What follows belongs to an exercise in optimizing a design on an open flow for small area, a short achievable clock period and few clock cycles per item; a production flow would make more cautious choices.
Where RTL was checked, it was by simulation tests only, not by an equivalence proof against the original.
Only the layout flow was run in runs 3 and 6; the RTL was not checked for function there.
Power figures rest on the tool's default switching activity, not on a simulated workload.

$ cat flow/run.sh
#!/bin/bash
# synth_recipe.tcl (not shown) runs the flow's synth.tcl, then flattens the netlist and writes it again
# the make line also repeats each setting of config.mk as NAME=value (left out here)
make -C /OpenROAD-flow-scripts/flow DESIGN_CONFIG=/design/flow/config.mk WORK_HOME=/design/flow/orfs CLKGATE_MAP_FILE= SYNTH_SCRIPT=/design/flow/synth_recipe.tcl finish
$ cat flow/config.mk
export PLATFORM = sky130hd
export DESIGN_NAME = led_chain_chase_encoder_unit
export DESIGN_NICKNAME = led_chain_chase_encoder_unit
export VERILOG_FILES = /design/flow/design.v
export SDC_FILE = /design/flow/constraint.sdc
export NUM_CORES = 4
export LEC_CHECK = 0
export CAP_MARGIN = 20
export CORE_MARGIN = 2
export CORE_UTILIZATION = 60
export CTS_CLUSTER_DIAMETER = 80
export CTS_CLUSTER_SIZE = 24
export SETUP_SLACK_MARGIN = 2.3
export SLEW_MARGIN = 20
$ cat flow/constraint.sdc
create_clock -name core_clock -period 4.5 [get_ports {clk_i}]
set_input_delay 0.9000 -clock core_clock [delete_from_list [all_inputs] [get_ports {clk_i}]]
set_output_delay 0.9000 -clock core_clock [all_outputs]
set_load 0.01 [all_outputs]
$ cat flow/design.v
`default_nettype none
package lcce_pkg;
  localparam int unsigned CHAIN_LENGTH = 12;
  localparam int unsigned PIX_W        = 24;
  localparam int unsigned STEP_W       = 16;
  localparam int unsigned ADDR_W       = 5;
  localparam int unsigned DATA_W       = 32;
  localparam logic [7:0] RST_BLINK_PERIOD  = 8'd1;
  localparam logic [3:0] RST_ACTIVE_PIXELS = 4'd12;
  localparam logic [2:0] RST_DIM_SHIFT     = 3'd6;
  localparam logic [7:0] RST_ZERO_CODE     = 8'd31;
  localparam logic [7:0] RST_ONE_CODE      = 8'd61;
endpackage
`default_nettype wire
`default_nettype none
module lcce_regs (
  input  logic                          clk_i,
  input  logic                          rst_ni,
  input  logic                          psel,
  input  logic                          penable,
  input  logic                          pwrite,
  input  logic [lcce_pkg::ADDR_W-1:0]   paddr,
  input  logic [lcce_pkg::DATA_W-1:0]   pwdata,
  output logic [lcce_pkg::DATA_W-1:0]   prdata,
  output logic                          wr_o,
  output logic [7:0]                    period_o,
  output logic [3:0]                    active_pixels_o,
  output logic [2:0]                    dim_shift_o,
  output logic [7:0]                    zero_code_o,
  output logic [7:0]                    one_code_o
);
  logic [7:0] bp_q, zc_q, oc_q;
  logic [3:0] ap_q;
  logic [2:0] ds_q;
  logic [7:0] rd_d, rd_q;
  logic       wr_en;
  logic       bz_q;
  assign wr_en = psel && penable && pwrite;
  always_ff @(posedge clk_i or negedge rst_ni) begin
    if (!rst_ni) begin
      bp_q <= lcce_pkg::RST_BLINK_PERIOD;
      bz_q <= 1'b0;
      ap_q <= lcce_pkg::RST_ACTIVE_PIXELS;
      ds_q <= lcce_pkg::RST_DIM_SHIFT;
      zc_q <= lcce_pkg::RST_ZERO_CODE;
      oc_q <= lcce_pkg::RST_ONE_CODE;
    end else if (wr_en) begin
      case (paddr[4:2])
        3'd0: begin
          bp_q <= pwdata[7:0];
          bz_q <= (pwdata[7:0] == 8'd0);
        end
        3'd1: ap_q <= pwdata[3:0];
        3'd2: ds_q <= pwdata[2:0];
        3'd3: zc_q <= pwdata[7:0];
        3'd4: oc_q <= pwdata[7:0];
        default: ;
      endcase
    end
  end
  always_comb begin
    case (paddr[4:2])
      3'd0:    rd_d = bp_q;
      3'd1:    rd_d = {4'd0, ap_q};
      3'd2:    rd_d = {5'd0, ds_q};
      3'd3:    rd_d = zc_q;
      3'd4:    rd_d = oc_q;
      default: rd_d = 8'd0;
    endcase
  end
  always_ff @(posedge clk_i) begin
    rd_q <= rd_d;
  end
  assign wr_o            = wr_en;
  assign prdata          = {24'd0, rd_q};
  assign period_o        = {bp_q[7:1], bp_q[0] | bz_q};
  assign active_pixels_o = ap_q;
  assign dim_shift_o     = ds_q;
  assign zero_code_o     = zc_q;
  assign one_code_o      = oc_q;
endmodule
`default_nettype wire
`default_nettype none
module lcce_front (
  input  logic                          clk_i,
  input  logic                          rst_ni,
  input  logic [7:0]                    period_i,
  input  logic                          cfg_wr_i,
  input  logic                          in_valid_i,
  input  logic                          take_i,
  input  logic [lcce_pkg::STEP_W-1:0]   step_index_i,
  output logic                          ready_next_o,
  output logic                          lit_o
);
  logic [7:0]  pe_q;
  logic [9:0]  p3_q;
  logic        cfg_ok_q;
  logic [7:0]  rem_q, rem_d, rem_top;
  logic [3:0]  cnt_q;
  logic        first_q, late_q, lit_hold_q;
  logic [1:0]  bits_q, bits_d, top;
  logic [9:0]  t;
  logic [10:0] s1, s2, s3;
  logic        sel0, sel1, sel2, sel3;
  logic        clear;
  always_comb begin
    case (cnt_q[2:0])
      3'd0: bits_d = step_index_i[13:12];
      3'd1: bits_d = step_index_i[11:10];
      3'd2: bits_d = step_index_i[9:8];
      3'd3: bits_d = step_index_i[7:6];
      3'd4: bits_d = step_index_i[5:4];
      3'd5: bits_d = step_index_i[3:2];
      default: bits_d = step_index_i[1:0];
    endcase
  end
  assign top = step_index_i[15:14];
  always_comb begin
    rem_top = {6'd0, top};
    if (pe_q[7:2] == 6'd0) begin
      case (pe_q[1:0])
        2'd1:    rem_top = 8'd0;
        2'd2:    rem_top = {7'd0, top[0]};
        2'd3:    rem_top = (top == 2'd3) ? 8'd0 : {6'd0, top};
        default: rem_top = {6'd0, top};
      endcase
    end
  end
  assign t  = {rem_q, bits_q};
  assign s1 = {1'b0, t} - {3'b000, pe_q};
  assign s2 = {1'b0, t} - {2'b00, pe_q, 1'b0};
  assign s3 = {1'b0, t} - {1'b0, p3_q};
  assign sel3 = !first_q && !s3[10];
  assign sel2 = !first_q && s3[10] && !s2[10];
  assign sel1 = !first_q && s2[10] && !s1[10];
  assign sel0 = !first_q && s1[10];
  assign rem_d = ({8{sel3}}    & s3[7:0])
               | ({8{sel2}}    & s2[7:0])
               | ({8{sel1}}    & s1[7:0])
               | ({8{sel0}}    & t[7:0])
               | ({8{first_q}} & rem_top);
  assign clear = !in_valid_i || !cfg_ok_q;
  always_ff @(posedge clk_i or negedge rst_ni) begin
    if (!rst_ni) begin
      cnt_q    <= '0;
      first_q  <= 1'b1;
      cfg_ok_q <= 1'b0;
    end else begin
      cfg_ok_q <= !cfg_wr_i;
      if (clear || take_i) begin
        cnt_q   <= '0;
        first_q <= 1'b1;
      end else if (cnt_q != 4'd9) begin
        cnt_q   <= cnt_q + 4'd1;
        first_q <= 1'b0;
      end
    end
  end
  always_ff @(posedge clk_i) begin
    rem_q  <= rem_d;
    bits_q <= bits_d;
    late_q <= cnt_q[3];
    if (cnt_q == 4'd8) lit_hold_q <= (rem_q == 8'd0);
  end
  always_ff @(posedge clk_i) begin
    pe_q <= period_i;
    p3_q <= {2'b00, period_i} + {1'b0, period_i, 1'b0};
  end
  assign ready_next_o = in_valid_i && !take_i && cfg_ok_q && (cnt_q[3] || cnt_q[2:1] == 2'b11);
  assign lit_o        = late_q ? lit_hold_q : (rem_q == 8'd0);
endmodule
`default_nettype wire
`default_nettype none
module lcce_queue (
  input  logic                clk_i,
  input  logic                rst_ni,
  input  logic                shift_i,
  input  logic                lit_i,
  input  logic                fix_i,
  input  logic [23:0]         pixel_i,
  input  logic [11:0]         pix_sel_i,
  input  logic [2:0]          byte_sel_i,
  output logic [11:0]         flags_o,
  output logic [7:0]          byte_o
);
  localparam int N = lcce_pkg::CHAIN_LENGTH;
  logic [N*24-1:0] chain_q;
  logic [N-1:0]    flag_q;
  always_ff @(posedge clk_i or negedge rst_ni) begin
    if (!rst_ni) begin
      flag_q <= '0;
    end else if (shift_i) begin
      flag_q <= {flag_q[N-2:0], 1'b0};
    end else if (fix_i) begin
      flag_q[0] <= lit_i;
    end
  end
  always_ff @(posedge clk_i) begin
    if (shift_i) chain_q <= {chain_q[(N-1)*24-1:0], pixel_i};
  end
  always_comb begin
    byte_o = '0;
    for (int i = 0; i < N; i++) begin
      byte_o = byte_o | ({8{pix_sel_i[i] & byte_sel_i[0]}} & chain_q[i*24+16 +: 8])
                      | ({8{pix_sel_i[i] & byte_sel_i[1]}} & chain_q[i*24+8  +: 8])
                      | ({8{pix_sel_i[i] & byte_sel_i[2]}} & chain_q[i*24    +: 8]);
    end
  end
  assign flags_o = flag_q;
endmodule
`default_nettype wire
`default_nettype none
module lcce_back (
  input  logic        clk_i,
  input  logic        rst_ni,
  input  logic [3:0]  active_pixels_i,
  input  logic [7:0]  zero_code_i,
  input  logic        take_i,
  input  logic        fix_i,
  input  logic        lit_i,
  input  logic [11:0] flags_i,
  output logic        reads_done_next_o,
  output logic [11:0] pix_sel_o,
  output logic [2:0]  byte_sel_o,
  input  logic [7:0]  byte_i,
  output logic        out_valid_o,
  input  logic        out_stall_i,
  output logic [7:0]  bits_o,
  output logic [7:0]  zero_code_o,
  output logic        reset_slot_o
);
  logic [3:0]  n_q, pix_q, pix_d, pix_inc;
  logic [11:0] pm_q, pm_d, inc_oh;
  logic [2:0]  sel_q, sel_d;
  logic        busy_q, busy_d, pend_q, pend_d, ov_q, ov_d, rs_q, rs_d;
  logic [7:0]  e_q, e_d, en_q, zc_q, zc_d, zcn_q;
  logic        lit_f_q, frame_lit;
  logic        out_free, at_rslot, start;
  always_ff @(posedge clk_i) begin
    n_q <= (active_pixels_i > 4'd12) ? 4'd12 : active_pixels_i;
  end
  always_ff @(posedge clk_i) begin
    if (fix_i) lit_f_q <= lit_i;
  end
  assign frame_lit = fix_i ? lit_i : lit_f_q;
  assign out_free = !ov_q || !out_stall_i;
  assign at_rslot = (pix_q == n_q);
  assign start    = take_i || pend_q;
  assign pix_inc  = pix_q + 4'd1;
  always_comb begin
    inc_oh = '0;
    for (int i = 1; i < 12; i++) begin
      if (int'(pix_inc) == i) inc_oh[i] = 1'b1;
    end
  end
  always_comb begin
    busy_d = busy_q;
    pend_d = pend_q;
    pix_d  = pix_q;
    pm_d   = pm_q;
    sel_d  = sel_q;
    ov_d   = ov_q;
    e_d    = ~en_q;
    zc_d   = ~zcn_q;
    rs_d   = rs_q;
    if (!busy_q) begin
      if (out_free) ov_d = 1'b0;
      if (take_i) begin
        busy_d = 1'b1;
        pix_d  = '0;
        pm_d   = 12'd1;
        sel_d  = 3'd1;
      end
    end else if (out_free) begin
      ov_d = 1'b1;
      if (at_rslot) begin
        e_d    = '0;
        zc_d   = '0;
        rs_d   = 1'b1;
        pend_d = 1'b0;
        if (start) begin
          pix_d = '0;
          pm_d  = 12'd1;
          sel_d = 3'd1;
        end else begin
          busy_d = 1'b0;
        end
      end else begin
        e_d   = byte_i & {8{frame_lit}};
        zc_d  = zero_code_i;
        rs_d  = 1'b0;
        sel_d = {sel_q[1:0], sel_q[2]};
        if (sel_q[2]) begin
          pix_d = pix_inc;
          pm_d  = inc_oh & flags_i;
        end
      end
    end else if (take_i) begin
      pend_d = 1'b1;
    end
  end
  always_ff @(posedge clk_i or negedge rst_ni) begin
    if (!rst_ni) begin
      busy_q <= 1'b0;
      pend_q <= 1'b0;
      ov_q   <= 1'b0;
    end else begin
      busy_q <= busy_d;
      pend_q <= pend_d;
      ov_q   <= ov_d;
    end
  end
  always_ff @(posedge clk_i) begin
    pix_q <= pix_d;
    pm_q  <= pm_d;
    sel_q <= sel_d;
    e_q   <= e_d;
    en_q  <= ~e_d;
    zc_q  <= zc_d;
    zcn_q <= ~zc_d;
    rs_q  <= rs_d;
  end
  assign reads_done_next_o = !busy_d || ((pix_d == n_q) && !pend_d);
  assign pix_sel_o    = pm_q;
  assign byte_sel_o   = sel_q;
  assign out_valid_o  = ov_q;
  assign bits_o       = e_q;
  assign zero_code_o  = zc_q;
  assign reset_slot_o = rs_q;
endmodule
`default_nettype wire
`default_nettype none
module led_chain_chase_encoder_unit (
  input  logic                          clk_i,
  input  logic                          rst_ni,
  input  logic                          psel,
  input  logic                          penable,
  input  logic                          pwrite,
  input  logic [lcce_pkg::ADDR_W-1:0]   paddr,
  input  logic [lcce_pkg::DATA_W-1:0]   pwdata,
  output logic [lcce_pkg::DATA_W-1:0]   prdata,
  output logic                          pready,
  input  logic                          in_valid_i,
  output logic                          in_stall_o,
  input  logic [lcce_pkg::STEP_W-1:0]   step_index_i,
  input  logic [7:0]                    red_i,
  input  logic [7:0]                    green_i,
  input  logic [7:0]                    blue_i,
  output logic                          out_valid_o,
  input  logic                          out_stall_i,
  output logic [7:0]                    bit7_code_o,
  output logic [7:0]                    bit6_code_o,
  output logic [7:0]                    bit5_code_o,
  output logic [7:0]                    bit4_code_o,
  output logic [7:0]                    bit3_code_o,
  output logic [7:0]                    bit2_code_o,
  output logic [7:0]                    bit1_code_o,
  output logic [7:0]                    bit0_code_o,
  output logic                          reset_slot_o,
  output logic                          last_of_frame_o
);
  logic [7:0]  period, zero_code, one_code, zero_eff;
  logic [11:0] flags;
  logic [3:0]  active_pixels;
  logic [2:0]  dim_shift;
  logic        acc_q, fix_q, take, ready_next, reads_done_next, lit;
  logic [11:0] pix_sel;
  logic [2:0]  byte_sel;
  logic        cfg_wr;
  logic [7:0]  rd_byte, bits;
  logic        rslot;
  logic [23:0] pixel;
  assign pready = 1'b1;
  lcce_regs u_regs (
    .clk_i           (clk_i),
    .rst_ni          (rst_ni),
    .psel            (psel),
    .penable         (penable),
    .pwrite          (pwrite),
    .paddr           (paddr),
    .pwdata          (pwdata),
    .prdata          (prdata),
    .wr_o            (cfg_wr),
    .period_o        (period),
    .active_pixels_o (active_pixels),
    .dim_shift_o     (dim_shift),
    .zero_code_o     (zero_code),
    .one_code_o      (one_code)
  );
  lcce_front u_front (
    .clk_i          (clk_i),
    .rst_ni         (rst_ni),
    .period_i       (period),
    .cfg_wr_i       (cfg_wr),
    .in_valid_i     (in_valid_i),
    .take_i         (take),
    .step_index_i   (step_index_i),
    .ready_next_o   (ready_next),
    .lit_o          (lit)
  );
  always_ff @(posedge clk_i or negedge rst_ni) begin
    if (!rst_ni) begin
      acc_q <= 1'b0;
      fix_q <= 1'b0;
    end else begin
      acc_q <= !acc_q && ready_next && reads_done_next;
      fix_q <= take;
    end
  end
  assign in_stall_o = !acc_q;
  assign take       = acc_q && in_valid_i;
  assign pixel      = {green_i >> dim_shift, red_i >> dim_shift, blue_i >> dim_shift};
  lcce_queue u_chain (
    .clk_i   (clk_i),
    .rst_ni  (rst_ni),
    .shift_i (take),
    .lit_i   (lit),
    .fix_i   (fix_q),
    .pixel_i (pixel),
    .pix_sel_i  (pix_sel),
    .byte_sel_i (byte_sel),
    .flags_o    (flags),
    .byte_o  (rd_byte)
  );
  lcce_back u_back (
    .clk_i             (clk_i),
    .rst_ni            (rst_ni),
    .active_pixels_i   (active_pixels),
    .zero_code_i       (zero_code),
    .take_i            (take),
    .fix_i             (fix_q),
    .lit_i             (lit),
    .flags_i           (flags),
    .reads_done_next_o (reads_done_next),
    .pix_sel_o         (pix_sel),
    .byte_sel_o        (byte_sel),
    .byte_i            (rd_byte),
    .out_valid_o       (out_valid_o),
    .out_stall_i       (out_stall_i),
    .bits_o            (bits),
    .zero_code_o       (zero_eff),
    .reset_slot_o      (rslot)
  );
  assign bit7_code_o     = bits[7] ? one_code : zero_eff;
  assign bit6_code_o     = bits[6] ? one_code : zero_eff;
  assign bit5_code_o     = bits[5] ? one_code : zero_eff;
  assign bit4_code_o     = bits[4] ? one_code : zero_eff;
  assign bit3_code_o     = bits[3] ? one_code : zero_eff;
  assign bit2_code_o     = bits[2] ? one_code : zero_eff;
  assign bit1_code_o     = bits[1] ? one_code : zero_eff;
  assign bit0_code_o     = bits[0] ? one_code : zero_eff;
  assign reset_slot_o    = rslot;
  assign last_of_frame_o = rslot;
endmodule
`default_nettype wire
==> impl_metrics.json, run 1 <==
{
  "crit_path_start_kind": "flop",
  "seqPwrFrac_pct": 44.5,
  "drive_above_1_share_pct": 27.5,
  "firstDrtPassIters": 5,
  "fin_crit_sh_pct": 54.2,
  "ctsLongestPathBuffers": 3,
  "rsz0062_at_grt": "true",
  "min_path_type": "reg2reg",
  "endpoint_kind": "output port",
  "slew_viol_final": 0,
  "ios": 185,
  "yosysWarnings": 5,
  "critical_path_class": "reg2out",
  "worst_ir_drop_vdd_mv": 0.447,
  "root_buffer": "clkbuf_16",
  "coreArea_um2": 31500,
  "relSlewSlack_pct": 43.8,
  "net-switching-power_mw": 3.40,
  "start_util_pct": 60.8,
  "grt_start_max_net_pins": 99,
  "worst-r2r-setup-slack_ns": 2.09,
  "antenna_found_initial": 7,
  "grt_usage_pct": 27.4,
  "drc": 0,
  "overflow": 0,
  "p_int_mw": 7.74,
  "fillerInstances": 2059,
  "finalHoldViolCount": 0,
  "fin_crit_ns": 2.44,
  "fmax_mhz": 410,
  "first_iter_violations": 1263,
  "viasPerCell": 6.18,
  "dpl.hpwl_um": 28100,
  "maxCapViolations": 0,
  "finalClockSkew_ns": 0.0184,
  "tightestPinTransition_ns": 0.843,
  "die_h_um": 183,
  "clk_pin_slew_ns": 0.09,
  "syn_to_final_growth_pct": 20.3,
  "numCtsBuffers": 23,
  "synth_edf_count": 313,
  "yosys_register_bits": 437,
  "syn_inst": 1394,
  "outcome": "timing/DRC/antenna clean",
  "worstPathMaxFanout": 6,
  "clk_latency_ns": 0.54,
  "grt_pass1_wl_um": 69900,
  "finalSetupTns_ns": 0,
  "wire_per_inst_um": 23.3,
  "setup_viol": 0,
  "die_area_um2": 33300,
  "num_rows": 65,
  "crit_required_ns": 3.60,
  "first_global_vias": 12200,
  "seq_area_frac_synth_pct": 63.6,
  "gp_congestion": 0.842,
  "htreeDepth": 1,
  "powerDensity_nw_per_um2": 484,
  "io_buffer_count": 133,
  "seqCellArea_um2": 12200,
  "avgSynthCellArea_um2": 13.7,
  "design_area_um2": 23000,
  "synth.distinct_cells": 82,
  "ys.flop_type": "edfxtp_1",
  "cts_tree": "done",
  "synthArstFlopShare_pct": 12.6,
  "fin_nets": 1711,
  "dr_total_vias": 12400,
  "placed_area_um2": 20700,
  "ant_nets": 0,
  "die_w_um": 183,
  "finalPower_mw": 11.1,
  "wirelength_um": 46700,
  "cts_sinks": 437,
  "multi_input_area_um2": 6870,
  "mappedNetlistArea_um2": 19100,
  "clock_power_share_pct": 21.0,
  "p_comb_share_pct": 34.5,
  "cp.arrival_ns": 1.54,
  "p_leak_nw": 8.89,
  "p_sw_share_pct": 30.5
}
==> timing repair <==
action,4_1_cts,5_1_grt
hold buffers,0,0
buffers inserted,70,19
setup endpoints to repair,368,117
gates resized for setup,500,62
gates cloned,2,0
pin swaps,16,14
==> cell families (layout without fill, tap and decap cells) <==
group | after synthesis | count (layout) | share of synthesized area (%)
flip-flops | 437 | 437 | 63.6
buffers and inverters | 164 | 341 | 4.05
adder cells (fa/ha/maj) | 48 | 48 | 3.30
other | 2 | 30 | 0.0393
multiplexers | 158 | 158 | 9.03
AO/OA/AOI/OAI | 327 | 327 | 12.8
AND/OR/NAND/NOR | 230 | 231 | 5.89
XOR/XNOR | 28 | 28 | 1.28
==> through the flow <==
step                setup slack [ns]  cells  util, %  hold slack (ns)
floorplan                      -1.64   1417        -            0.404
global placement                1.35   1865     65.9            0.417
detailed placement              1.32   1865     65.9            0.420
CTS                             2.06   1978     71.8            0.427
global route                    1.98   1999     73.1            0.444
finish                          2.06   2002     73.1            0.425
==> critical path: stages (launching register included) <==
cell and delay, ns:
dfxtp_4 0.42, buf_6 0.14, mux2_4 0.31, buf_6 0.12
==> routing by layer <==
| layer | vias to the layer above | global-route usage, % | part of all wire (%) |
|---|---|---|---|
| met5 | - | 0 | 0.086 |
| li1 | 5673 | - | - |
| met3 | 86 | 5.17 | 7.3 |
| met1 | 6134 | 36.7 | 41 |
| met4 | 6 | 7.45 | 2.6 |
| met2 | 469 | 46.4 | 49 |
==> area by class of cell <==
type | count | share of cell area, %
Clock buffer | 35 | 2.83
Sequential cell | 437 | 53.2
Antenna cell | 5 | 0.0543
Clock inverter | 6 | 0.315
Inverter | 59 | 1.11
Multi-Input combinational cell | 817 | 29.8
Timing Repair Buffer | 241 | 10.5
Tap cell | 402 | 2.18
==> power by group through the flow <==
stage	combinational (mW)	sequential [mW]	clock [mW]
final	3.85	4.95	2.34
after detailed placement	2.99	5.05	0
after global routing	4.16	4.99	2.50
after CTS	3.62	4.94	2.37
after floorplan	2.14	4.85	0
after global placement	2.96	5.05	0
==> cell usage after synthesis (8+ instances only) <==
| cell | n | area share [%] |
|---|---|---|
| ha_1 | 44 | 2.9 |
| xnor2_1 | 20 | 0.92 |
| edfxtp_1 | 313 | 49 |
| nand4_1 | 11 | 0.36 |
| buf_1 | 19 | 0.37 |
| a222oi_1 | 18 | 0.94 |
| clkbuf_1 | 52 | 1.0 |
| o22ai_1 | 10 | 0.33 |
| a21oi_1 | 33 | 0.86 |
| mux2i_1 | 45 | 2.4 |
| a22o_1 | 36 | 1.6 |
| a21o_1 | 10 | 0.39 |
| nor3_1 | 10 | 0.26 |
| a31oi_1 | 15 | 0.49 |
| mux2_2 | 112 | 6.6 |
| nor2b_1 | 16 | 0.52 |
| xor2_1 | 8 | 0.37 |
| nand3_1 | 30 | 0.78 |
| a221oi_1 | 17 | 0.78 |
| inv_1 | 57 | 1.1 |
| a22oi_1 | 88 | 3.5 |
| nand2_1 | 69 | 1.4 |
| dfrtp_1 | 39 | 5.1 |
| nor2_1 | 49 | 0.96 |
| and3_1 | 13 | 0.43 |
| buf_4 | 28 | 1.1 |
| o21ai_0 | 40 | 1.0 |
| dfxtp_1 | 69 | 7.2 |
| dfstp_2 | 16 | 2.2 |
==> final timing paths <==
kind	endpoint	depth (start not counted)	startpoint
max	bit5_code_o[0]	3	u_back.e_q[5]$_DFF_P_
max reg2reg	u_front.rem_q[5]$_DFF_P_	10	u_front.pe_q[0]$_DFF_P_
min reg2reg	u_back.e_q[0]$_DFF_P_	1	flop
min	u_back.e_q[0]$_DFF_P_	1	flop
max in group asynchronous	u_regs.oc_q[7]$_DFFE_PN0P_	2	rst_ni
min in group asynchronous	u_chain.flag_q[11]$_DFFE_PN0P_	2	rst_ni
==> registers in the layout, summed over array words and instances (netlist names), 9 cells and up, named ones only <==
name,flops
u_front.p3_q,9
u_back.pm_q,12
u_chain.chain_q,288
u_chain.flag_q,12
==> cell usage in the layout (no fill, tap or decap), drive strengths merged, types with 30 or more instances in the layout <==
cell type,instances
inv,61
a21oi,33
edfxtp,313
buf,173
dfrtp,39
mux2i,45
a22oi,88
dfxtp,69
o21ai,43
a22o,36
nor2,49
nand3,30
mux2,113
clkbuf,35
clkdlybuf4s50,51
nand2,69
ha,44
Testbench counts, summed over its fixed seeds: cycles 98,032, steps 4,608.
==> inputs of run 2 (changes only) <==
--- a/flow/config.mk
+++ b/flow/config.mk
@@ -10,5 +10,5 @@
 export CORE_UTILIZATION = 60
 export CTS_CLUSTER_DIAMETER = 80
 export CTS_CLUSTER_SIZE = 24
-export SETUP_SLACK_MARGIN = 2.3
+export SETUP_SLACK_MARGIN = 1.7
 export SLEW_MARGIN = 20
==> run 2 against run 1 <==
Net effect: still clean; maximum frequency shrank 13%; clock-buffer cell count shrank 1; sequential power is essentially flat; critical endpoint is now bit2_code_o[0]; largest cell class unchanged.
==> impl_metrics.json, run 2 <==
{
  "outcome": "timing/DRC/antenna clean",
  "powerDensity_nw_per_um2": 472,
  "worstPathMaxFanout": 5,
  "grt_pass1_wl_um": 66900,
  "synth_area_leader_cell": "edfxtp_1",
  "placed_area_um2": 20700,
  "top_register": "u_chain.chain_q",
  "viasPerCell": 6.25,
  "die_w_um": 183,
  "largest_register_ffs": 288,
  "relSlewSlack_pct": 27.9,
  "rsz0062_at_grt": "true",
  "grt_start_max_net_pins": 121,
  "finalHoldViolCount": 0,
  "drc": 0,
  "layout_setup_ws_ns": 1.70,
  "r2r_cells": 6,
  "finalPower_mw": 10.2,
  "clk_latency_ns": 0.55,
  "yosys-top-cells-area": "edfxtp_1, dfxtp_1, mux2_2",
  "seq_area_frac_synth_pct": 63.6,
  "clk_pin_slew_ns": 0.10,
  "die_area_um2": 33300,
  "mappedNetlistArea_um2": 19100,
  "cts_sinks": 437,
  "synth_top_area_share_pct": 49.1,
  "die_h_um": 183,
  "reg_top3": "u_chain.chain_q: 288 flops, u_back.pm_q: 12 flops, u_chain.flag_q: 12 flops",
  "wirelength_um": 43900,
  "cts_tree": "done",
  "synth_edf_count": 313,
  "finalClockSkew_ns": 0.0184,
  "ys.flop_type": "edfxtp_1",
  "synthArstFlopShare_pct": 12.6,
  "numCtsBuffers": 22,
  "first_global_vias": 11700,
  "htreeDepth": 1,
  "syn_inst": 1394,
  "dr_total_vias": 12000,
  "ctsLongestPathBuffers": 3,
  "ant_nets": 0,
  "netlist_top_cells_count": "edfxtp_1, mux2_2, a22oi_1, dfxtp_1, nand2_1",
  "syn_to_final_growth_pct": 12.7,
  "final_core_util_pct": 68.5,
  "first_iter_violations": 1048,
  "crit_required_ns": 3.60,
  "io_buffer_count": 133,
  "hold_buffers": 0,
  "firstDrtPassIters": 7,
  "place_ws_ns": 1.24,
  "worst_ir_drop_vdd_mv": 0.374,
  "crit_path_start_kind": "flop",
  "gp_congestion": 0.851,
  "synth.distinct_cells": 82,
  "yosysWarnings": 5,
  "slew_viol_final": 0,
  "ios": 185,
  "coreArea_um2": 31500,
  "layout_commonest_cell": "edfxtp_1",
  "antenna_found_initial": 6,
  "critical_path_class": "reg2out",
  "tightestPinTransition_ns": 1.08,
  "grt_usage_pct": 26.0,
  "maxCapViolations": 0,
  "endpoint_kind": "output port",
  "wire_per_inst_um": 22.8,
  "synth.most_common_cell": "edfxtp_1",
  "most-common-layout-cells": "edfxtp_1, clkdlybuf4s50_1, mux2_2, a22oi_1, nand2_1",
  "design_area_um2": 21600,
  "num_rows": 65,
  "fin_crit_ns": 2.80,
  "finalSetupTns_ns": 0,
  "cp.arrival_ns": 1.90,
  "drive_above_1_share_pct": 15.2,
  "start_util_pct": 60.8,
  "root_buffer": "clkbuf_16",
  "fillerInstances": 2247,
  "yosys_register_bits": 437,
  "fin_nets": 1638,
  "min_path_type": "in2async",
  "fin_crit_sh_pct": 62.1,
  "setup_viol": 0,
  "p_leak_nw": 7.99,
  "dpl.hpwl_um": 28500,
  "overflow": 0,
  "avgSynthCellArea_um2": 13.7,
  "fmax_mhz": 358
}
[run 2: cell count changes in the layout (fill, tap and decap cells not counted), sizes merged]
| cell | previous run | this run |
|---|---|---|
| clkinvlp | 1 | 2 |
| diode | 5 | 3 |
| clkinv | 1 | 3 |
| clkdlybuf4s15 | 2 | 0 |
| dlymetal6s2s | 0 | 4 |
| inv | 61 | 58 |
| dlygate4sd2 | 14 | 7 |
| clkdlybuf4s50 | 51 | 121 |
| bufbuf | 1 | 0 |
| buf | 173 | 35 |
[run 2: cells by family after synthesis]
logic type      synth area share, %
fa+ha+maj                      3.30
mux                            9.03
other cells                  0.0393
simple gates                   5.89
xor+xnor                       1.28
buf+inv                        4.05
flops                          63.6
compound gates                 12.8
[run 2: cell type report]
| cell class | count | area (µm²) | area share (%) |
|---|---|---|---|
| Timing Repair inverter | 1 | 5.00 | 0.0232 |
| Multi-Input combinational cell | 817 | 6320 | 29.3 |
| Inverter | 59 | 239 | 1.11 |
| Clock inverter | 5 | 65.1 | 0.302 |
| Antenna cell | 3 | 7.51 | 0.0348 |
| Timing Repair Buffer | 168 | 1610 | 7.47 |
| Sequential cell | 437 | 12200 | 56.6 |
| Clock buffer | 34 | 596 | 2.76 |
| Tap cell | 402 | 503 | 2.33 |
[run 2: final timing paths]
path | startpoint | slack [ns] | end
max | u_regs.oc_q[0]$_DFFE_PN1P_ | 1.70 | bit2_code_o[0]
min | rst_ni | 0.26 | u_chain.flag_q[11]$_DFFE_PN0P_
max reg2reg | u_front.rem_q[0]$_DFF_P_ | 1.85 | u_back.e_q[1]$_DFF_P_
min reg2reg | flop | 0.43 | u_back.e_q[0]$_DFF_P_
max in group asynchronous | rst_ni | 3.36 | u_regs.zc_q[0]$_DFFE_PN1P_
min in group core_clock | flop | 0.43 | u_back.e_q[0]$_DFF_P_
[run 2: timing repair]
item / in CTS / in global routing
pin swaps: 1 / 2
endpoints found under the setup margin: 91 / 58
buffers inserted: 6 / 9
gates resized for setup: 22 / 16
gates cloned: 1 / 1
[run 2: metal layers]
metal,share of wire (%),GRT usage (%),up-vias
li1,-,-,5533
met1,43,36.1,6058
met2,49,43.0,379
met3,6.3,4.47,53
met4,2.0,6.19,6
met5,0.098,0,-
[run 2: worst max-delay path: stages (launching register included)]
cell and delay [ns]:
dfstp_2 0.54, buf_4 0.13, mux2_2 0.14, clkdlybuf4s50_1 0.55
[run 2: stage by stage]
stage	hold WS, ns	std cells
2_1_floorplan	0.404	1417
3_5_place_dp	0.423	1867
4_1_cts	0.265	1913
3_3_place_gp	0.418	1867
6_report	0.264	1926
5_1_grt	0.275	1924
[run 2: power breakdown]
group | internal, mW | switching (mW) | total, mW
combinational | 1.55 | 1.47 | 3.02
sequential | 4.59 | 0.361 | 4.95
clock | 0.991 | 1.21 | 2.21
total | 7.13 | 3.05 | 10.2
==> inputs of run 3 (changes only) <==
--- a/flow/design.v
+++ b/flow/design.v
@@ -233,7 +233,8 @@
   logic [11:0] pm_q, pm_d, inc_oh;
   logic [2:0]  sel_q, sel_d;
   logic        busy_q, busy_d, pend_q, pend_d, ov_q, ov_d, rs_q, rs_d;
-  logic [7:0]  e_q, e_d, en_q, zc_q, zc_d, zcn_q;
+  logic [7:0]  e_q, e_d, en_q;
+  logic        rsn_q;
   logic        lit_f_q, frame_lit;
   logic        out_free, at_rslot, start;
   always_ff @(posedge clk_i) begin
@@ -261,8 +262,7 @@
     sel_d  = sel_q;
     ov_d   = ov_q;
     e_d    = ~en_q;
-    zc_d   = ~zcn_q;
-    rs_d   = rs_q;
+    rs_d   = ~rsn_q;
     if (!busy_q) begin
       if (out_free) ov_d = 1'b0;
       if (take_i) begin
@@ -275,7 +275,6 @@
       ov_d = 1'b1;
       if (at_rslot) begin
         e_d    = '0;
-        zc_d   = '0;
         rs_d   = 1'b1;
         pend_d = 1'b0;
         if (start) begin
@@ -287,7 +286,6 @@
         end
       end else begin
         e_d   = byte_i & {8{frame_lit}};
-        zc_d  = zero_code_i;
         rs_d  = 1'b0;
         sel_d = {sel_q[1:0], sel_q[2]};
         if (sel_q[2]) begin
@@ -316,16 +314,15 @@
     sel_q <= sel_d;
     e_q   <= e_d;
     en_q  <= ~e_d;
-    zc_q  <= zc_d;
-    zcn_q <= ~zc_d;
     rs_q  <= rs_d;
+    rsn_q <= ~rs_d;
   end
   assign reads_done_next_o = !busy_d || ((pix_d == n_q) && !pend_d);
   assign pix_sel_o    = pm_q;
   assign byte_sel_o   = sel_q;
   assign out_valid_o  = ov_q;
   assign bits_o       = e_q;
-  assign zero_code_o  = zc_q;
+  assign zero_code_o  = zero_code_i & {8{~rs_q}};
   assign reset_slot_o = rs_q;
 endmodule
 `default_nettype wire
--- a/flow/config.mk
+++ b/flow/config.mk
@@ -10,5 +10,5 @@
 export CORE_UTILIZATION = 60
 export CTS_CLUSTER_DIAMETER = 80
 export CTS_CLUSTER_SIZE = 24
-export SETUP_SLACK_MARGIN = 1.7
+export SETUP_SLACK_MARGIN = 2.0
 export SLEW_MARGIN = 20
==> run 3 against run 2 <==
Net effect: still clean on timing, DRC and antenna; die area decreased by 3.6%; flip-flop and latch count is 15 lower; synthesized cell count rose by 0.29%; clock skew down 0.0017 ns; worst setup slack improved by 0.21 ns; total power shrank 10%; via count fell by 0.55%; routed wire length is 1.6% lower; clock-buffer cell count decreased by 10; global-route usage increased by 0.61 points; final cell count is 0.52% higher.
==> impl_metrics.json, run 3 <==
{
  "outcome": "timing/DRC/antenna clean",
  "dpl.hpwl_um": 28300,
  "io_buffer_count": 133,
  "largest_register_ffs": 288,
  "design_area_um2": 21000,
  "worstPathMaxFanout": 219,
  "antenna_found_initial": 7,
  "fin_crit_ns": 2.59,
  "die_w_um": 179,
  "finalSetupTns_ns": 0,
  "overflow": 0,
  "synth_top_area_share_pct": 50.8,
  "grt_start_max_net_pins": 220,
  "first_global_vias": 11500,
  "path_cells": "clkdlybuf4s50_1, nand2_8, clkinvlp_4, buf_16",
  "reg2reg_from": "u_front.bits_q[0]$_DFF_P_",
  "layout_commonest_cell": "edfxtp_1",
  "critical_path_class": "in2reg",
  "crit_buf_inv": 3,
  "crit_path_start_kind": "primary input",
  "avgSynthCellArea_um2": 13.2,
  "maxCapViolations": 0,
  "cts_tree": "done",
  "synth_area_leader_cell": "edfxtp_1",
  "mappedNetlistArea_um2": 18400,
  "powerDensity_nw_per_um2": 436,
  "ys.flop_type": "edfxtp_1",
  "finalClockSkew_ns": 0.0167,
  "dr_total_vias": 12000,
  "setup_viol": 0,
  "min_path_type": "in2async",
  "first_iter_violations": 1242,
  "firstDrtPassIters": 8,
  "p_leak_nw": 7.75,
  "synth_edf_count": 312,
  "numCtsBuffers": 22,
  "r2r_cells": 12,
  "worstReg2RegEnd": "u_front.rem_q[1]$_DFF_P_",
  "seq_area_frac_synth_pct": 64.4,
  "cts_sinks": 422,
  "htreeDepth": 1,
  "syn_inst": 1398,
  "root_buffer": "clkbuf_16",
  "relSlewSlack_pct": 20.0,
  "num_rows": 64,
  "whs_ns": 0.250,
  "most-common-layout-cells": "edfxtp_1, nand2_1, a22oi_1, o21ai_0, clkdlybuf4s50_1",
  "die_area_um2": 32100,
  "ant_nets": 0,
  "netlist_top_cells_count": "edfxtp_1, nand2_1, o21ai_0, a22oi_1, clkbuf_1",
  "grt_pass1_wl_um": 65400,
  "grt_usage_pct": 26.6,
  "wire_per_inst_um": 22.3,
  "placed_area_um2": 20100,
  "gp_congestion": 0.843,
  "ios": 185,
  "tightestPinTransition_ns": 1.20,
  "rsz0062_at_grt": "true",
  "crit_required_ns": 4.67,
  "cp.arrival_ns": 2.76,
  "slew_viol_final": 0,
  "drive_above_1_share_pct": 16.5,
  "clk_latency_ns": 0.55,
  "yosysWarnings": 5,
  "cp_slowest_stage_delay_ns": 0.59,
  "reg_top3": "u_chain.chain_q: 288 flops, u_back.pm_q: 12 flops, u_chain.flag_q: 12 flops",
  "fin_nets": 1661,
  "finalHoldViolCount": 0,
  "endpoint_kind": "flop",
  "coreArea_um2": 30400,
  "viasPerCell": 6.18,
  "top_register": "u_chain.chain_q",
  "start_util_pct": 60.6,
  "syn_to_final_growth_pct": 13.8,
  "fmax_mhz": 387,
  "ctsLongestPathBuffers": 3,
  "yosys_register_bits": 422,
  "synth.distinct_cells": 75,
  "clk_pin_slew_ns": 0.09,
  "finalPower_mw": 9.15,
  "synth.most_common_cell": "edfxtp_1",
  "critPathSlowestCell": "clkdlybuf4s50_1",
  "dp_cells": 1871,
  "worst-r2r-setup-slack_ns": 2.10,
  "synthArstFlopShare_pct": 13.0,
  "drc": 0,
  "fin_crit_sh_pct": 57.5,
  "critPathTopFamily": "buffers and inverters",
  "yosys-top-cells-area": "edfxtp_1, dfxtp_1, dfrtp_1",
  "instances_no_fill": 1936,
  "die_h_um": 179,
  "worst_ir_drop_vdd_mv": 0.399,
  "wirelength_um": 43200
}
run 3: cell types whose count changed after synthesis, moves of 5 or more:
cell      delta
a22oi_1      -9
a31oi_1     -11
buf_1        -5
nand2_1     +57
inv_1       -13
a22o_1       +5
a221oi_1    +11
nor2_1      -12
mux2_2      -66
a41o_1       -5
a21oi_1      -6
dfxtp_1     -14
nand2b_1    +10
o21ai_0     +64
run 3: per-stage QoR:
| step | utilization (%) | setup WS [ns] |
|---|---|---|
| final | 68.9 | 1.91 |
| after global routing | 68.9 | 1.89 |
| after CTS | 68.3 | 1.93 |
| after detailed placement | 65.9 | 1.36 |
| after global placement | 65.9 | 1.38 |
| after floorplan | - | -1.68 |
run 3: layout make-up:
type	instances	area [µm²]
inverters	44	169
fillers	2215	9450
clock inverters	7	58.8
clock buffers	24	558
multi-input cells	857	6190
well taps	396	495
diodes	4	10.0
flip-flops and latches	422	11900
repair buffers	182	1610
run 3: kinds of logic after synthesis:
logic type | count (synthesis) | share of synthesized area, %
flip-flops | 422 | 64.4
XOR/XNOR | 34 | 1.62
adder cells (fa/ha/maj) | 48 | 3.42
AND/OR/NAND/NOR | 291 | 7.61
other | 2 | 0.0407
multiplexers | 91 | 5.32
buffers and inverters | 142 | 3.43
AO/OA/AOI/OAI | 368 | 14.2
run 3: worst max-delay path by stage:
stage	from	endpoint	slack (ns)	depth (start not counted)
final	in_valid_i	u_chain.chain_q[127]$_DFFE_PP_	1.91	4
after global routing	u_back.rs_q$_DFF_P_	bit6_code_o[5]	1.89	3
after CTS	u_regs.zc_q[2]$_DFFE_PN1P_	bit6_code_o[2]	1.93	3
after detailed placement	in_valid_i	u_chain.chain_q[118]$_DFFE_PP_	1.36	4
after global placement	in_valid_i	u_chain.chain_q[94]$_DFFE_PP_	1.38	4
after floorplan	in_valid_i	acc_q$_DFF_PN0_	-1.68	7
run 3: layer usage:
layer	part of all wire, %	vias up	GRT usage [%]
met3	7.1	57	4.60
met4	1.7	6	5.21
met1	42	5928	37.2
met2	49	445	44.1
met5	0.095	-	0
li1	-	5527	-
run 3: what timing repair did:
action | CTS | global route
hold buffers | 0 | 0
buffers inserted | 10 | 20
pin swaps | 3 | 7
gates resized for setup | 277 | 48
endpoints found under the hold margin | 0 | 0
endpoints found under the setup margin | 298 | 301
run 3: power by group:
group          internal, mW  switching [mW]
combinational          1.16            1.22
clock                 0.910            1.21
sequential             4.37           0.274
total                  6.45            2.70
==> inputs of run 4 (changes only) <==
--- a/flow/design.v
+++ b/flow/design.v
@@ -405,7 +405,7 @@
     end
   end
   assign in_stall_o = !acc_q;
-  assign take       = acc_q && in_valid_i;
+  assign take       = acc_q;
   assign pixel      = {green_i >> dim_shift, red_i >> dim_shift, blue_i >> dim_shift};
   lcce_queue u_chain (
     .clk_i   (clk_i),
==> run 4 against run 3 <==
Net effect: design area hardly changed; die area is essentially flat; maximum frequency grew 4.0%; hold slack better by 0.059 ns; first-iteration DRC count rose by 0.81%; area after synthesis is essentially flat; core utilization hardly changed; via count grew 1.6%; worst setup slack better by 0.10 ns; flip-flop and latch count unchanged; combinational power increased by about 40%; total power is 15% higher; largest cell class unchanged.
==> impl_metrics.json, run 4 <==
{
  "cp_slowest_stage_delay_ns": 0.54,
  "avgSynthCellArea_um2": 13.0,
  "final_core_util_pct": 68.9,
  "busiest_layer": "met2",
  "syn_inst": 1414,
  "critPathTopFamily": "flip-flops",
  "tightestPinTransition_ns": 1.03,
  "num_rows": 64,
  "setup_viol": 0,
  "slew_viol_final": 0,
  "wire_per_inst_um": 22.2,
  "syn_to_final_growth_pct": 13.8,
  "yosys-top-cells-area": "edfxtp_1, dfxtp_1, dfrtp_1",
  "htreeDepth": 1,
  "cts_tree": "done",
  "die_area_um2": 32100,
  "most-common-layout-cells": "edfxtp_1, nand2_1, a22oi_1, o21ai_0, clkdlybuf4s50_1",
  "finalClockSkew_ns": 0.0225,
  "netlist_top_cells_count": "edfxtp_1, nand2_1, o21ai_0, a22oi_1, dfxtp_1",
  "crit_buf_inv": 3,
  "top_register": "u_chain.chain_q",
  "first_global_vias": 11700,
  "firstDrtPassIters": 5,
  "gp_congestion": 0.893,
  "fin_crit_ns": 2.49,
  "finalSetupTns_ns": 0,
  "clk_latency_ns": 0.56,
  "outcome": "timing/DRC/antenna clean",
  "crit_required_ns": 3.60,
  "cp.arrival_ns": 1.59,
  "p_comb_share_pct": 31.8,
  "crit_path_start_kind": "flop",
  "numCtsBuffers": 22,
  "layout_commonest_cell": "edfxtp_1",
  "synth_area_leader_cell": "edfxtp_1",
  "yosysWarnings": 5,
  "min_path_type": "in2async",
  "ys.flop_type": "edfxtp_1",
  "wirelength_um": 43600,
  "start_util_pct": 60.6,
  "overflow": 0,
  "hold_buffers": 0,
  "mappedNetlistArea_um2": 18400,
  "reg_top3": "u_chain.chain_q: 288 flops, u_back.pm_q: 12 flops, u_chain.flag_q: 12 flops",
  "p_leak_nw": 7.84,
  "ctsLongestPathBuffers": 3,
  "coreArea_um2": 30400,
  "yosys_register_bits": 422,
  "dr_total_vias": 12200,
  "cpMostUsedCell": "buf_4",
  "fin_crit_sh_pct": 55.2,
  "viasPerCell": 6.18,
  "grt_pass1_wl_um": 66400,
  "critical_path_class": "reg2out",
  "fin_nets": 1685,
  "io_buffer_count": 133,
  "worstPathMaxFanout": 4,
  "first_iter_violations": 1252,
  "antenna_found_initial": 9,
  "synth.most_common_cell": "edfxtp_1",
  "drive_above_1_share_pct": 17.7,
  "grt.met1_usage_pct": 37.1,
  "maxCapViolations": 0,
  "synth_top_area_share_pct": 50.8,
  "worst_ir_drop_vdd_mv": 0.395,
  "dpl.hpwl_um": 28200,
  "finalHoldViolCount": 0,
  "synthArstFlopShare_pct": 13.0,
  "seq_area_frac_synth_pct": 64.4,
  "p_sw_share_pct": 33.6,
  "critPathSlowestCell": "dfstp_2",
  "synth.distinct_cells": 70,
  "path_cells": "buf_4, buf_4, nand2_1, o21ai_0, buf_2",
  "fmax_mhz": 402,
  "grt.met3_usage_pct": 5.03,
  "root_buffer": "clkbuf_16",
  "synth_edf_count": 312,
  "met2_usage_pct": 45.6,
  "net-switching-power_mw": 3.53,
  "endpoint_kind": "output port",
  "ios": 185,
  "finalPower_mw": 10.5,
  "clk_pin_slew_ns": 0.09,
  "clock_power_share_pct": 20.6,
  "ant_nets": 0,
  "grt_usage_pct": 27.0,
  "worst-r2r-setup-slack_ns": 2.06,
  "p_int_mw": 6.97,
  "largest_register_ffs": 288,
  "die_w_um": 179,
  "drc": 0,
  "powerDensity_nw_per_um2": 500,
  "seqPwrFrac_pct": 47.6,
  "cts_sinks": 422,
  "grt_start_max_net_pins": 205,
  "relSlewSlack_pct": 31.2,
  "die_h_um": 179,
  "rsz0062_at_grt": "true"
}
## run 4: cell count changes in the layout (fill, tap and decap cells not counted), moves of 11 or more
cell / delta
clkdlybuf4s15_2: -23
a22o_1: -11
nand3_1: -12
buf_2: +15
clkbuf_2: +12
o21ai_0: +11
## run 4: what timing repair did
action,4_1_cts,5_1_grt
buffers inserted,22,13
setup endpoints to repair,135,97
pin swaps,5,10
resized for setup,268,89
hold endpoints to repair,0,0
## run 4: cell families (layout without fill, tap and decap cells)
logic type / count (synthesis) / in the layout / share of synthesized area [%]
flops: 422 / 422 / 64.4
compound gates: 368 / 368 / 13.9
simple gates: 303 / 303 / 7.85
buf+inv: 150 / 282 / 3.62
mux: 91 / 91 / 5.33
fa+ha+maj: 48 / 48 / 3.42
xor+xnor: 30 / 30 / 1.43
other cells: 2 / 27 / 0.0407
## run 4: worst register-to-register path, cell delays in order, from the launching register on
cell and delay (ns):
dfxtp_2 0.33, inv_2 0.07, ha_4 0.16, inv_4 0.05, fa_2 0.34, a21o_1 0.21, a21oi_2 0.18, o21ai_2 0.10
a2111oi_4 0.31, buf_6 0.18, nor3b_4 0.07, a221o_1 0.35
## run 4: power groups by stage
stage / Sequential, mW / Clock [mW] / Combinational, mW
finish: 4.99 / 2.16 / 3.34
global route: 5.06 / 2.34 / 3.68
CTS: 4.99 / 2.21 / 3.24
detailed placement: 5.06 / 0 / 3.17
global placement: 5.06 / 0 / 3.13
floorplan: 4.78 / 0 / 2.26
## run 4: metrics by stage
stage	hold slack, ns	instance area, µm²	worst slack [ns]	cells
final	0.309	21000	2.01	1967
after global routing	0.329	21000	1.90	1965
after CTS	0.313	20900	1.94	1952
after detailed placement	0.418	20100	1.46	1890
after global placement	0.419	20100	1.50	1890
after floorplan	0.404	18600	0.622	1437
## run 4: path summary, 6_finish.rpt
path	start	to	depth (start not counted)
min in group core_clock	flop	u_back.e_q[7]$_DFF_P_	1
max in group asynchronous	rst_ni	u_regs.oc_q[3]$_DFFE_PN1P_	2
min	rst_ni	u_chain.flag_q[2]$_DFFE_PN0P_	1
max reg2reg	u_front.bits_q[0]$_DFF_P_	u_front.rem_q[1]$_DFF_P_	11
max	u_regs.oc_q[3]$_DFFE_PN1P_	bit4_code_o[3]	5
min reg2reg	flop	u_back.e_q[7]$_DFF_P_	1
## run 4: cell type report
type	instances	area, µm²
Antenna cell	2	5.00
Fill cell	2212	9450
Clock buffer	33	592
Timing Repair Buffer	188	1520
Sequential cell	422	11900
Inverter	54	209
Multi-Input combinational cell	865	6200
Clock inverter	7	58.8
Tap cell	396	495
## run 4: layer usage
layer	part of all wire, %	vias to the layer above
li1	-	5611
met1	42	6050
met2	50	423
met3	6.8	61
met4	1.5	14
met5	0.22	-
Testbench counts of run 4, summed over its fixed seeds: cycles 98,032, steps 4,608.
==> inputs of run 5 (changes only) <==
--- a/flow/config.mk
+++ b/flow/config.mk
@@ -7,7 +7,7 @@
 export LEC_CHECK = 0
 export CAP_MARGIN = 20
 export CORE_MARGIN = 2
-export CORE_UTILIZATION = 60
+export CORE_UTILIZATION = 65
 export CTS_CLUSTER_DIAMETER = 80
 export CTS_CLUSTER_SIZE = 24
 export SETUP_SLACK_MARGIN = 2.0
==> run 5 against run 4 <==
Net effect: design area down 0.52%; flip-flop and latch count unchanged; still clean on timing, DRC and antenna; final cell count down 2.1%; largest cell class unchanged; critical endpoint is now bit6_code_o[2]; synthesized cell count unchanged.
==> impl_metrics.json, run 5 <==
{
  "outcome": "timing/DRC/antenna clean",
  "num_rows": 61,
  "setup_viol": 0,
  "synth.most_common_cell": "edfxtp_1",
  "clock_power_share_pct": 19.5,
  "seqCellArea_um2": 11900,
  "clk_pin_slew_ns": 0.09,
  "worst_ir_drop_vdd_mv": 0.441,
  "reg_top3": "u_chain.chain_q: 288 flops, u_back.pm_q: 12 flops, u_chain.flag_q: 12 flops",
  "die_w_um": 172,
  "grt_start_max_net_pins": 166,
  "tightestPinTransition_ns": 1.20,
  "finalHoldViolCount": 0,
  "grt_usage_pct": 28.4,
  "syn_inst": 1414,
  "ios": 185,
  "fmax_mhz": 396,
  "coreArea_um2": 27900,
  "synth_top_area_share_pct": 50.8,
  "grt_pass1_wl_um": 64800,
  "antenna_found_initial": 5,
  "firstDrtPassIters": 5,
  "fillerInstances": 1800,
  "ctsLongestPathBuffers": 3,
  "whs_ns": 0.435,
  "layout_commonest_cell": "edfxtp_1",
  "drc": 0,
  "synth.distinct_cells": 70,
  "root_buffer": "clkbuf_16",
  "fin_crit_sh_pct": 56.1,
  "hold_buffers": 0,
  "finalPower_mw": 10.4,
  "wire_per_inst_um": 22.0,
  "cp.arrival_ns": 1.62,
  "yosys_register_bits": 422,
  "yosys-top-cells-area": "edfxtp_1, dfxtp_1, dfrtp_1",
  "crit_required_ns": 3.60,
  "multi_input_area_um2": 6210,
  "wirelength_um": 42300,
  "numCtsBuffers": 21,
  "slew_viol_final": 0,
  "critical_path_class": "reg2out",
  "relSlewSlack_pct": 20.2,
  "finalClockSkew_ns": 0.0114,
  "endpoint_kind": "output port",
  "crit_path_start_kind": "flop",
  "cts_sinks": 422,
  "min_path_type": "reg2reg",
  "gp_congestion": 0.885,
  "final_core_util_pct": 74.9,
  "cts_tree": "done",
  "net-switching-power_mw": 3.44,
  "largest_register_ffs": 288,
  "ant_nets": 0,
  "start_util_pct": 66.2,
  "io_buffer_count": 133,
  "rsz0062_at_grt": "true",
  "finalSetupTns_ns": 0,
  "ys.flop_type": "edfxtp_1",
  "avgSynthCellArea_um2": 13.0,
  "drive_above_1_share_pct": 17.1,
  "first_global_vias": 11700,
  "maxCapViolations": 0,
  "powerDensity_nw_per_um2": 496,
  "yosysWarnings": 5,
  "die_area_um2": 29700,
  "dpl.hpwl_um": 27500,
  "top_register": "u_chain.chain_q",
  "viasPerCell": 6.35,
  "clk_latency_ns": 0.53,
  "first_iter_violations": 1317,
  "p_int_mw": 6.91,
  "p_comb_share_pct": 32.1,
  "synth_area_leader_cell": "edfxtp_1",
  "seq_area_frac_synth_pct": 64.4,
  "dr_total_vias": 12200,
  "seqPwrFrac_pct": 48.4,
  "mappedNetlistArea_um2": 18400,
  "synthArstFlopShare_pct": 13.0,
  "netlist_top_cells_count": "edfxtp_1, nand2_1, o21ai_0, a22oi_1, dfxtp_1",
  "worstPathMaxFanout": 8,
  "most-common-layout-cells": "edfxtp_1, nand2_1, a22oi_1, o21ai_0, clkdlybuf4s50_1",
  "p_leak_nw": 7.75,
  "overflow": 0,
  "syn_to_final_growth_pct": 13.2,
  "synth_edf_count": 312,
  "fin_crit_ns": 2.52,
  "p_sw_share_pct": 33.2,
  "die_h_um": 172,
  "fin_nets": 1672,
  "htreeDepth": 1
}
## run 5: cell counts after synthesis
Identical to the previous run, type by type.
## run 5: power groups by stage
stage                     sequential [mW]  combinational, mW  clock (mW)
after global placement               5.05               3.11           0
after global routing                 5.07               3.65        2.19
after detailed placement             5.06               3.16           0
after floorplan                      4.78               2.26           0
final                                5.02               3.32        2.02
after CTS                            4.99               3.25        2.05
## run 5: cells by family after synthesis
kind of cell,share of synthesized area [%]
flip-flops,64.4
AO/OA/AOI/OAI,13.9
AND/OR/NAND/NOR,7.85
buffers and inverters,3.62
multiplexers,5.33
adder cells (fa/ha/maj),3.42
XOR/XNOR,1.43
other,0.0407
## run 5: per-layer routing
metal | part of all wire, % | GRT usage, % | up-vias
met4 | 2.6 | 6.50 | 6
met3 | 8.1 | 5.06 | 88
met1 | 39 | 38.1 | 5975
met2 | 50 | 48.8 | 581
met5 | 0.078 | 0 | -
li1 | - | - | 5583
## run 5: worst paths after layout
kind                                       startpoint                    endpoint  slack [ns]  depth (start not counted)
hold / removal                                   flop       u_back.e_q[7]$_DFF_P_        0.44                          1
hold reg to reg                                  flop       u_back.e_q[7]$_DFF_P_        0.44                          1
setup reg to reg              u_front.pe_q[6]$_DFF_P_    u_front.rem_q[7]$_DFF_P_        2.08                          8
min in group asynchronous                      rst_ni  u_regs.zc_q[5]$_DFFE_PN0P_        0.48                          2
max in group asynchronous                      rst_ni             acc_q$_DFF_PN0_        3.48                          2
setup / recovery           u_regs.zc_q[2]$_DFFE_PN1P_              bit6_code_o[2]        1.98                          3
## run 5: timing repair
item	in CTS	in global routing
buffers inserted	13	9
pin swaps	6	11
resized for setup	272	79
setup endpoints to repair	82	268
## run 5: per-stage QoR
| step | instance area (µm²) | worst slack, ns | std cells |
|---|---|---|---|
| floorplan | 18600 | 0.622 | 1437 |
| detailed placement | 20100 | 1.43 | 1873 |
| global route | 20900 | 1.93 | 1924 |
| finish | 20900 | 1.98 | 1926 |
| CTS | 20900 | 1.85 | 1915 |
| global placement | 20100 | 1.53 | 1873 |
## run 5: final cells by class
type | instances | share of cell area, %
multi-input combinational | 865 | 29.8
antenna | 2 | 0.0240
inverter | 54 | 1.01
timing repair buffer | 176 | 7.17
clock inverter | 2 | 0.0959
sequential | 422 | 57.0
clock buffer | 27 | 2.64
tap | 378 | 2.27
## run 5: critical path, cell delays in order, from the launching register on
cell      delay, ns
dfstp_2        0.56
nand2b_4       0.09
o21ai_0        0.25
clkbuf_2       0.20
==> inputs of run 6 (changes only) <==
--- a/flow/design.v
+++ b/flow/design.v
@@ -35,7 +35,11 @@
   logic [7:0] rd_d, rd_q;
   logic       wr_en;
   logic       bz_q;
+  logic [4:0] wsel_q;
   assign wr_en = psel && penable && pwrite;
+  always_ff @(posedge clk_i) begin
+    for (int i = 0; i < 5; i++) wsel_q[i] <= (int'(paddr[4:2]) == i);
+  end
   always_ff @(posedge clk_i or negedge rst_ni) begin
     if (!rst_ni) begin
       bp_q <= lcce_pkg::RST_BLINK_PERIOD;
@@ -45,17 +49,14 @@
       zc_q <= lcce_pkg::RST_ZERO_CODE;
       oc_q <= lcce_pkg::RST_ONE_CODE;
     end else if (wr_en) begin
-      case (paddr[4:2])
-        3'd0: begin
-          bp_q <= pwdata[7:0];
-          bz_q <= (pwdata[7:0] == 8'd0);
-        end
-        3'd1: ap_q <= pwdata[3:0];
-        3'd2: ds_q <= pwdata[2:0];
-        3'd3: zc_q <= pwdata[7:0];
-        3'd4: oc_q <= pwdata[7:0];
-        default: ;
-      endcase
+      if (wsel_q[0]) begin
+        bp_q <= pwdata[7:0];
+        bz_q <= (pwdata[7:0] == 8'd0);
+      end
+      if (wsel_q[1]) ap_q <= pwdata[3:0];
+      if (wsel_q[2]) ds_q <= pwdata[2:0];
+      if (wsel_q[3]) zc_q <= pwdata[7:0];
+      if (wsel_q[4]) oc_q <= pwdata[7:0];
     end
   end
   always_comb begin
@@ -317,7 +318,11 @@
     rs_q  <= rs_d;
     rsn_q <= ~rs_d;
   end
-  assign reads_done_next_o = !busy_d || ((pix_d == n_q) && !pend_d);
+  logic rd_free, rd_stall;
+  assign rd_free  = !busy_q || (at_rslot ? (!pend_q || n_q == 4'd0)
+                                         : (sel_q[2] && pix_inc == n_q && !pend_q));
+  assign rd_stall = !busy_q || (at_rslot && !pend_q);
+  assign reads_done_next_o = out_free ? rd_free : rd_stall;
   assign pix_sel_o    = pm_q;
   assign byte_sel_o   = sel_q;
   assign out_valid_o  = ov_q;
--- a/flow/config.mk
+++ b/flow/config.mk
@@ -7,7 +7,7 @@
 export LEC_CHECK = 0
 export CAP_MARGIN = 20
 export CORE_MARGIN = 2
-export CORE_UTILIZATION = 65
+export CORE_UTILIZATION = 60
 export CTS_CLUSTER_DIAMETER = 80
 export CTS_CLUSTER_SIZE = 24
 export SETUP_SLACK_MARGIN = 2.0
==> run 6 against run 5 <==
Net effect: register-to-register slack gained 0.02 ns; sequential power is essentially flat; clock-buffer cell count grew 10; critical endpoint is now bit5_code_o[4]; final cell count increased by 1.0%; synthesized cell count is 0.99% lower; still clean; largest cell class unchanged; clock power rose by 9%.
==> impl_metrics.json, run 6 <==
{
  "reg2reg_from": "u_front.rem_q[5]$_DFF_P_",
  "synth_edf_count": 316,
  "viasPerCell": 6.34,
  "outcome": "timing/DRC/antenna clean",
  "die_h_um": 180,
  "largest_register_ffs": 288,
  "die_area_um2": 32200,
  "critPathSlowestCell": "dfstp_2",
  "yosysWarnings": 5,
  "netlist_top_cells_count": "edfxtp_1, nand2_1, o21ai_0, a22oi_1, clkbuf_1",
  "io_buffer_count": 133,
  "overflow": 0,
  "maxCapViolations": 0,
  "root_buffer": "clkbuf_16",
  "path_cells": "nand2b_4, o21ai_1, clkdlybuf4s15_2",
  "fmax_mhz": 398,
  "instances_no_fill": 1946,
  "synth.most_common_cell": "edfxtp_1",
  "crit_buf_inv": 1,
  "setup_viol": 0,
  "syn_inst": 1400,
  "fin_crit_ns": 2.51,
  "cts_tree": "done",
  "yosys_register_bits": 427,
  "ant_nets": 0,
  "crit_path_start_kind": "flop",
  "slew_viol_final": 0,
  "ios": 185,
  "drc": 0,
  "cp_slowest_stage_delay_ns": 0.59,
  "hold_buffers": 0,
  "worst_ir_drop_vdd_mv": 0.347,
  "first_iter_violations": 1676,
  "diodes": 0,
  "coreArea_um2": 30400,
  "endpoint_kind": "output port",
  "tightestPinTransition_ns": 1.17,
  "start_util_pct": 60.8,
  "cts_sinks": 427,
  "worstPathMaxFanout": 8,
  "firstDrtPassIters": 8,
  "gp_congestion": 0.845,
  "powerDensity_nw_per_um2": 540,
  "drive_above_1_share_pct": 16.7,
  "dr_total_vias": 12300,
  "finalClockSkew_ns": 0.0165,
  "min_path_type": "in2async",
  "whs_ns": 0.131,
  "worst-r2r-setup-slack_ns": 2.10,
  "crit_path_start": "u_regs.zc_q[4]$_DFFE_PN1P_",
  "antenna_found_initial": 3,
  "path_depth": 3,
  "cp.arrival_ns": 1.61,
  "crit_required_ns": 3.60,
  "htreeDepth": 1,
  "relSlewSlack_pct": 21.9,
  "ys.flop_type": "edfxtp_1",
  "rsz0062_at_grt": "true",
  "top_register": "u_chain.chain_q",
  "critical_path_class": "reg2out",
  "finalHoldViolCount": 0,
  "r2r_cells": 7,
  "finalSetupTns_ns": 0,
  "clk_pin_slew_ns": 0.09,
  "syn_to_final_growth_pct": 13.2,
  "grt_start_max_net_pins": 209,
  "most-common-layout-cells": "edfxtp_1, nand2_1, o21ai_0, a22oi_1, clkdlybuf4s50_1",
  "clk_latency_ns": 0.54,
  "fin_nets": 1666,
  "seq_area_frac_synth_pct": 64.9,
  "die_w_um": 180,
  "dpl.hpwl_um": 29000,
  "dp_cells": 1872,
  "num_rows": 64,
  "p_leak_nw": 7.61,
  "yosys-top-cells-area": "edfxtp_1, dfxtp_1, dfrtp_1",
  "avgSynthCellArea_um2": 13.2,
  "wire_per_inst_um": 23.1,
  "synth_top_area_share_pct": 51.3,
  "reg_top3": "u_chain.chain_q: 288 flops, u_back.pm_q: 12 flops, u_chain.flag_q: 12 flops",
  "finalPower_mw": 11.3,
  "wirelength_um": 44900,
  "numCtsBuffers": 22,
  "first_global_vias": 11800,
  "worstReg2RegEnd": "u_front.rem_q[4]$_DFF_P_",
  "grt_usage_pct": 27.4,
  "layout_commonest_cell": "edfxtp_1",
  "synth.distinct_cells": 69,
  "synthArstFlopShare_pct": 12.9,
  "synth_area_leader_cell": "edfxtp_1",
  "grt_pass1_wl_um": 68900,
  "fin_crit_sh_pct": 55.8,
  "critPathTopFamily": "flip-flops",
  "mappedNetlistArea_um2": 18500,
  "worstSetupEndpoint": "bit5_code_o[4]",
  "ctsLongestPathBuffers": 3,
  "final_core_util_pct": 68.8
}
==> run 6: cell types whose count changed in the layout (fill, tap and decap cells not counted), sizes merged, moves of 7 or more <==
cell / before / now
buf: 74 / 95
clkbuf: 36 / 53
clkdlybuf4s15: 21 / 4
a22oi: 85 / 72
nand4: 19 / 6
mux2i: 42 / 32
a22o: 30 / 39
a31oi: 4 / 13
nand2: 136 / 129
o211ai: 3 / 10
==> run 6: repair_timing <==
| item | 4_1_cts | 5_1_grt |
|---|---|---|
| endpoints found under the setup margin | 86 | 62 |
| buffers inserted | 24 | 10 |
| pin swaps | 4 | 3 |
| gates resized for setup | 275 | 75 |
==> run 6: power by group <==
part           switching, mW  internal (mW)  leakage (nW)  total, mW
logic                   2.32           1.73          3.31       4.05
registers              0.477           4.57          3.98       5.05
clock network           1.22          0.993         0.323       2.21
==> run 6: final cells by class <==
class	instances	area (µm²)
clock inverter	3	32.5
inverter	49	195
timing repair buffer	183	1450
sequential	427	12000
tap	396	495
clock buffer	37	638
fill	2193	9500
multi-input combinational	851	6090
==> run 6: metal layers <==
metal / up-vias / global-route usage [%] / part of all wire [%]
li1: 5565 / - / -
met1: 6085 / 42.5 / 44
met2: 613 / 40.0 / 44
met3: 81 / 5.37 / 9.4
met4: 2 / 6.96 / 2.7
met5: - / 0 / 0.029
==> run 6: cell families after synthesis <==
family,count (synthesis),synth area share [%]
xor gates and xnor gates,30,1.42
buffers and inverters,145,3.51
AOI/OAI and AO/OA,387,14.6
and+or+nand+nor,278,7.08
adders and majority gates,48,3.41
other,2,0.0406
muxes,83,5.02
DFF,427,64.9
==> run 6: how the worst min path moves through the flow <==
stage / start / end / slack (ns) / cells past startpoint
floorplan: flop / u_back.e_q[6]$_DFF_P_ / 0.40 / 1
global placement: flop / u_back.e_q[5]$_DFF_P_ / 0.42 / 1
detailed placement: flop / u_back.e_q[5]$_DFF_P_ / 0.42 / 1
CTS: rst_ni / u_chain.flag_q[10]$_DFFE_PN0P_ / 0.11 / 1
global route: rst_ni / u_chain.flag_q[11]$_DFFE_PN0P_ / 0.12 / 1
finish: rst_ni / u_chain.flag_q[10]$_DFFE_PN0P_ / 0.13 / 1
==> run 6: through the flow <==
stage,area [µm²],worst slack (ns)
3_3_place_gp,20100,1.83
4_1_cts,20900,1.90
2_1_floorplan,18600,0.695
3_5_place_dp,20100,1.81
5_1_grt,20900,1.95
6_report,20900,1.99

separate check: timing with driven ports:
The flow's constraints put no driver on any port. The routed layouts listed below were extracted and timed again, unchanged, in two steps.
Step 1: set_driving_cell puts a clkbuf_16 on clk_i and a buf_2 on each other input, an assumption about the parent block.
Step 2 times the ports against the registers' clock, not the clock port: input delays grow and output delays shrink by t, the midpoint of the rising clock arrivals with the driver on.
Slacks: ideal / step 1 / step 2; pairs: ideal / step 1.
run	t (ns)	slack for setup (ns)	latest minus earliest clock arrival (ns)	worst data-port slew with drivers (ns)
run 1	0.586	2.061 / 2.004 / 1.805	0.019 / 0.018	0.09
run 2	0.589	1.705 / 1.654 / 1.213	0.022 / 0.021	0.09
run 3	0.595	1.914 / 1.930 / 1.350	0.020 / 0.019	0.10
run 4	0.591	2.015 / 1.968 / 1.480	0.029 / 0.029	0.09
run 5	0.573	1.975 / 1.931 / 1.483	0.013 / 0.013	0.08
run 6	0.588	1.990 / 1.937 / 1.796	0.017 / 0.016	0.05
After both steps every run listed still meets setup and hold. The setup slack of run 3, which loses most, moves by +0.016 ns with the drivers and by -0.564 ns with both steps.
